This design comes from an exercise in tuning for small area on the open sky130 flow, not from production work. Function was checked by simulation only, so behaviour that the tests miss may differ from the original.

== run a ==
==> flow/design.v <==
module oled_frame_arbiter #(
   parameter int STRING_LEN     = 64,
   parameter int REFRESH_CYCLES = 500000
) (
   input  logic                    CLK100MHZ,
   input  logic                    reset,
   input  logic                    req0,
   input  logic [8*STRING_LEN-1:0] msg0,
   output logic                    ack0,
   input  logic                    req1,
   input  logic [8*STRING_LEN-1:0] msg1,
   output logic                    ack1,
   output logic [7:0]              sendData,
   output logic                    sendDataValid,
   input  logic                    sendDone,
   output logic                    updateString,
   output logic                    busy,
   output logic                    active_src
);
   localparam int FW     = 8*STRING_LEN;
   localparam int PTR_W  = (STRING_LEN > 1) ? $clog2(STRING_LEN) : 1;
   localparam bit PTR_P2 = (STRING_LEN == (1 << PTR_W));
   typedef enum logic [2:0] {
      IDLE     = 3'b000,
      START    = 3'b001,
      WAIT1    = 3'b011,
      WAIT_LOW = 3'b010,
      SEND     = 3'b110,
      HOLD     = 3'b100
   } state_t;
   state_t           state_q, state_d;
   logic [FW-1:0]    frame_q;
   logic             par_q;
   logic [PTR_W-1:0] ptr_q;
   logic [7:0]       data_q;
   logic             src_q;
   logic             hold_done;
   logic grant, grant1, g0, g1, load_byte, byte_done, last;
   assign grant     = (state_q == IDLE) && (req0 || req1);
   assign grant1    = (req0 && req1) ? ~src_q : req1;
   assign g0        = grant && !grant1;
   assign g1        = grant && grant1;
   assign load_byte = ((state_q == WAIT1) || (state_q == WAIT_LOW)) && !sendDone;
   assign byte_done = (state_q == SEND) && sendDone;
   assign last      = (ptr_q == PTR_W'(STRING_LEN-1));
   always_comb begin
      state_d = state_q;
      case (state_q)
         IDLE:     if (req0 || req1) state_d = START;
         START:    state_d = WAIT1;
         WAIT1:    state_d = sendDone ? WAIT_LOW : SEND;
         WAIT_LOW: if (!sendDone) state_d = SEND;
         SEND:     if (sendDone) state_d = last ? HOLD : WAIT_LOW;
         HOLD:     if (hold_done) state_d = IDLE;
         default:  state_d = IDLE;
      endcase
   end
   always_ff @(posedge CLK100MHZ) begin
      frame_q <= ~(({FW{g0}} & msg0) | ({FW{g1}} & msg1) | ({FW{~grant}} & frame_q));
      par_q   <= grant | ~par_q;
   end
   localparam int NB = 1 << PTR_W;
   logic [7:0] rd_byte;
   logic [7:0] lo_sel, hi_sel, lo_selb;
   always_comb begin
      lo_sel = '0; hi_sel = '0;
      lo_sel[ptr_q[2:0]] = 1'b1;
      hi_sel[ptr_q[5:3]] = 1'b1;
   end
   assign lo_selb = ~lo_sel;
   for (genvar k = 0; k < 8; k++) begin : g_rd
      logic [7:0] grp;
      for (genvar h = 0; h < 8; h++) begin : g_grp
         logic [7:0] x;
         for (genvar l = 0; l < 8; l++) begin : g_bit
            if (8*h+l < STRING_LEN) assign x[l] = frame_q[FW-8-8*(8*h+l)+k];
            else                    assign x[l] = 1'b0;
         end
         ofa_sel8b u_lo (.selb(lo_selb), .x(x), .y(grp[h]));
      end
      ofa_sel8 u_hi (.sel(hi_sel), .x(grp), .y(rd_byte[k]));
   end
   generate
      if (REFRESH_CYCLES == 500000) begin : g_lfsr
         localparam logic [18:0] LFSR_END = 19'h2b44b;
         logic [18:0] lfsr_q;
         always_ff @(posedge CLK100MHZ)
            lfsr_q <= {lfsr_q[17:0],
                       (state_q == HOLD) & ~(lfsr_q[18] ^ lfsr_q[17] ^ lfsr_q[16] ^ lfsr_q[13])};
         assign hold_done = (lfsr_q == LFSR_END);
      end else begin : g_cnt
         localparam int HOLD_W = $clog2(REFRESH_CYCLES+1);
         logic [HOLD_W-1:0] hold_q;
         always_ff @(posedge CLK100MHZ)
            if (state_q != HOLD) hold_q <= HOLD_W'(REFRESH_CYCLES-1);
            else                 hold_q <= hold_q - 1'b1;
         assign hold_done = (hold_q == '0);
      end
   endgenerate
   always_ff @(posedge CLK100MHZ or posedge reset) begin
      if (reset) begin
         state_q <= IDLE;
         ptr_q   <= '0;
         data_q  <= 8'h00;
         src_q   <= 1'b1;
      end else begin
         state_q <= state_d;
         if (grant) src_q <= grant1;
         if (load_byte) data_q <= rd_byte ^ {8{par_q}};
         if (byte_done) ptr_q <= (!PTR_P2 && last) ? '0 : ptr_q + 1'b1;
         else if (!PTR_P2 && grant) ptr_q <= '0;
      end
   end
   assign ack0          = (state_q == START) && !src_q;
   assign ack1          = (state_q == START) &&  src_q;
   assign sendData      = data_q;
   assign sendDataValid = (state_q == SEND);
   assign updateString  = (state_q == WAIT1);
   assign busy          = (state_q != IDLE);
   assign active_src    = src_q;
endmodule
module ofa_sel8 (
   input  logic [7:0] sel,
   input  logic [7:0] x,
   output logic       y
);
   logic t0, t1, t2;
   ofa_aoi222 u0 (.a(sel[0]), .b(x[0]), .c(sel[1]), .d(x[1]), .e(sel[2]), .f(x[2]), .y(t0));
   ofa_aoi222 u1 (.a(sel[3]), .b(x[3]), .c(sel[4]), .d(x[4]), .e(sel[5]), .f(x[5]), .y(t1));
   ofa_aoi22  u2 (.a(sel[6]), .b(x[6]), .c(sel[7]), .d(x[7]), .y(t2));
   ofa_nand3  u3 (.a(t0), .b(t1), .c(t2), .y(y));
endmodule
module ofa_sel8b (
   input  logic [7:0] selb,
   input  logic [7:0] x,
   output logic       y
);
   logic [3:0] t;
   for (genvar i = 0; i < 4; i++) begin : g_pair
      ofa_oai22 u (.a(x[2*i]), .b(selb[2*i]), .c(x[2*i+1]), .d(selb[2*i+1]), .y(t[i]));
   end
   ofa_nor4 u4 (.a(t[0]), .b(t[1]), .c(t[2]), .d(t[3]), .y(y));
endmodule
module ofa_oai22 (
   input  logic a, b, c, d,
   output logic y
);
   assign y = ~((a | b) & (c | d));
endmodule
module ofa_nor4 (
   input  logic a, b, c, d,
   output logic y
);
   assign y = ~(a | b | c | d);
endmodule
module ofa_aoi222 (
   input  logic a, b, c, d, e, f,
   output logic y
);
   assign y = ~((a & b) | (c & d) | (e & f));
endmodule
module ofa_aoi22 (
   input  logic a, b, c, d,
   output logic y
);
   assign y = ~((a & b) | (c & d));
endmodule
module ofa_nand3 (
   input  logic a, b, c,
   output logic y
);
   assign y = ~(a & b & c);
endmodule
clock: 4.0 ns
lec_check: 0
cap_margin: 20
cell_pad_in_sites_detail_placement: 1
cell_pad_in_sites_global_placement: 1
core_area: 70 70 310 310
die_area: 0 0 380 380
place_density: 0.6
slew_margin: 20
synth_hierarchical: 1
standard.sh (not shown) runs the stock make flow with config.mk's settings and CLKGATE_MAP_FILE= SYNTH_SCRIPT=/design/flow/synth_recipe.tcl, a recipe that flattens the netlist after the stock synthesis.
==> flow/flow/run.sh <==
#!/bin/bash
# Layout flow: the standard flow (standard.sh) with three changes that save cell area:
#  - each port gets a buf_1 buffer (buffer_ports otherwise picks clkdlybuf4s50_1, 2.7x larger);
#  - the clock tree is built of clkbuf_8 in sink clusters of at most 12 and without dummy loads;
#  - combinational cells that synthesis sized up are set back to drive strength 1
#    (flow/downsize.py); the registers are left exactly as the standard synthesis made them.
# Each step's output goes to a log of its own here; ORFS's own logs are under orfs/logs.
set -euo pipefail
export BUFFER_PORTS_ARGS="-buffer_cell sky130_fd_sc_hd__buf_1"
export CTS_ARGS="-sink_clustering_enable -repair_clock_nets -dont_use_dummy_load -buf_list sky130_fd_sc_hd__clkbuf_8 -sink_clustering_size 12 -sink_clustering_max_diameter 60"
RES=orfs/results/${FLOW_PLATFORM}/oled_frame_arbiter/base
bash standard.sh synth > run_synth.log 2>&1
python3 flow/downsize.py "$RES/1_2_yosys.v" \
   "$FLOW_HOME/platforms/${FLOW_PLATFORM}/lib/sky130_fd_sc_hd__tt_025C_1v80.lib" > run_downsize.log 2>&1
# 1_2_yosys.v is now newer than 1_synth.odb, so make rebuilds the database from it
bash standard.sh > run_layout.log 2>&1
==> flow/flow/downsize.py <==
#!/usr/bin/env python3
"""Set each combinational cell of the synthesized netlist to the _1 drive strength of the
same function where the library's _1 cell is smaller. Flip-flops, buffers and tie cells are
left as synthesis made them. Usage: downsize.py NETLIST LIBERTY"""
import re, sys

netlist, lib = sys.argv[1], sys.argv[2]
area = {}
cur = None
for line in open(lib):
    m = re.match(r'\s*cell\s*\(\s*"?(sky130_fd_sc_hd__\w+?)"?\s*\)', line)
    if m:
        cur = m.group(1)
        continue
    m = re.match(r'\s*area\s*:\s*([0-9.]+)', line)
    if m and cur and cur not in area:
        area[cur] = float(m.group(1))
keep = re.compile(r'sky130_fd_sc_hd__(df|edf|sdf|sedf|dl|buf|clkbuf|conb|tap|fill|decap|diode)')
text = open(netlist).read()
count = {}

def swap(m):
    name, base = m.group(0), m.group(1)
    small = base + '_1'
    if keep.match(name) or small not in area or name not in area or area[small] >= area[name]:
        return name
    count[name] = count.get(name, 0) + 1
    return small

text = re.sub(r'\b(sky130_fd_sc_hd__\w+?)_(\d+)\b(?=\s+[\\\w])', swap, text)
open(netlist, 'w').write(text)
for k, v in sorted(count.items()):
    print(f"{k}: {v} downsized")
Run a: full flow OK, the timing, design-rule and antenna checks passed
Edits applied to the flow inputs when going from run a to run b:
--- a/flow/design.v
+++ b/flow/design.v
@@ -62,5 +62,5 @@
    localparam int NB = 1 << PTR_W;
    logic [7:0] rd_byte;
-   logic [7:0] lo_sel, hi_sel, lo_selb;
+   logic [7:0] lo_sel, hi_sel;
    always_comb begin
       lo_sel = '0; hi_sel = '0;
@@ -68,5 +68,4 @@
       hi_sel[ptr_q[5:3]] = 1'b1;
    end
-   assign lo_selb = ~lo_sel;
    for (genvar k = 0; k < 8; k++) begin : g_rd
       logic [7:0] grp;
@@ -77,5 +76,5 @@
             else                    assign x[l] = 1'b0;
          end
-         ofa_sel8b u_lo (.selb(lo_selb), .x(x), .y(grp[h]));
+         ofa_sel8 u_lo (.sel(lo_sel), .x(x), .y(grp[h]));
       end
       ofa_sel8 u_hi (.sel(hi_sel), .x(grp), .y(rd_byte[k]));
@@ -131,27 +130,4 @@
    ofa_nand3  u3 (.a(t0), .b(t1), .c(t2), .y(y));
 endmodule
-module ofa_sel8b (
-   input  logic [7:0] selb,
-   input  logic [7:0] x,
-   output logic       y
-);
-   logic [3:0] t;
-   for (genvar i = 0; i < 4; i++) begin : g_pair
-      ofa_oai22 u (.a(x[2*i]), .b(selb[2*i]), .c(x[2*i+1]), .d(selb[2*i+1]), .y(t[i]));
-   end
-   ofa_nor4 u4 (.a(t[0]), .b(t[1]), .c(t[2]), .d(t[3]), .y(y));
-endmodule
-module ofa_oai22 (
-   input  logic a, b, c, d,
-   output logic y
-);
-   assign y = ~((a | b) & (c | d));
-endmodule
-module ofa_nor4 (
-   input  logic a, b, c, d,
-   output logic y
-);
-   assign y = ~(a | b | c | d);
-endmodule
 module ofa_aoi222 (
    input  logic a, b, c, d, e, f,
### Flow results
Against run a as the reference, run b delivers a lower global-route wire length before repair.
Worst hold-check slack sits lower in run b than in run a.
Run a → run b: fraction of area in clock buffers and inverters about even, setup slack rose 0.26 ns, met3 routed wirelength fell 0.68%.

-- port drivers added, routing unchanged --
No port has a modelled driver above. Below, the same layouts with a new extraction and two added sets of constraints. Step 1 assumes that a clkbuf_16 drives the clock port and a buf_2 every other input. Step 2 adds t to the input delays and takes it off the output delays; t is the mean of the earliest and latest rising clock arrival at the registers after step 1. Input paths then give back, and output paths get back, about the clock's delay inside the block. Slacks: ideal / step 1 / step 2; pairs: ideal / step 1.
run	t (ns)	slack for setup (ns)	pins driven straight from the clock port
run a	0.740	0.184 / 0.184 / 0.184	1
run b	0.766	0.445 / 0.445 / 0.445	1
After both steps every run listed still meets setup and hold.
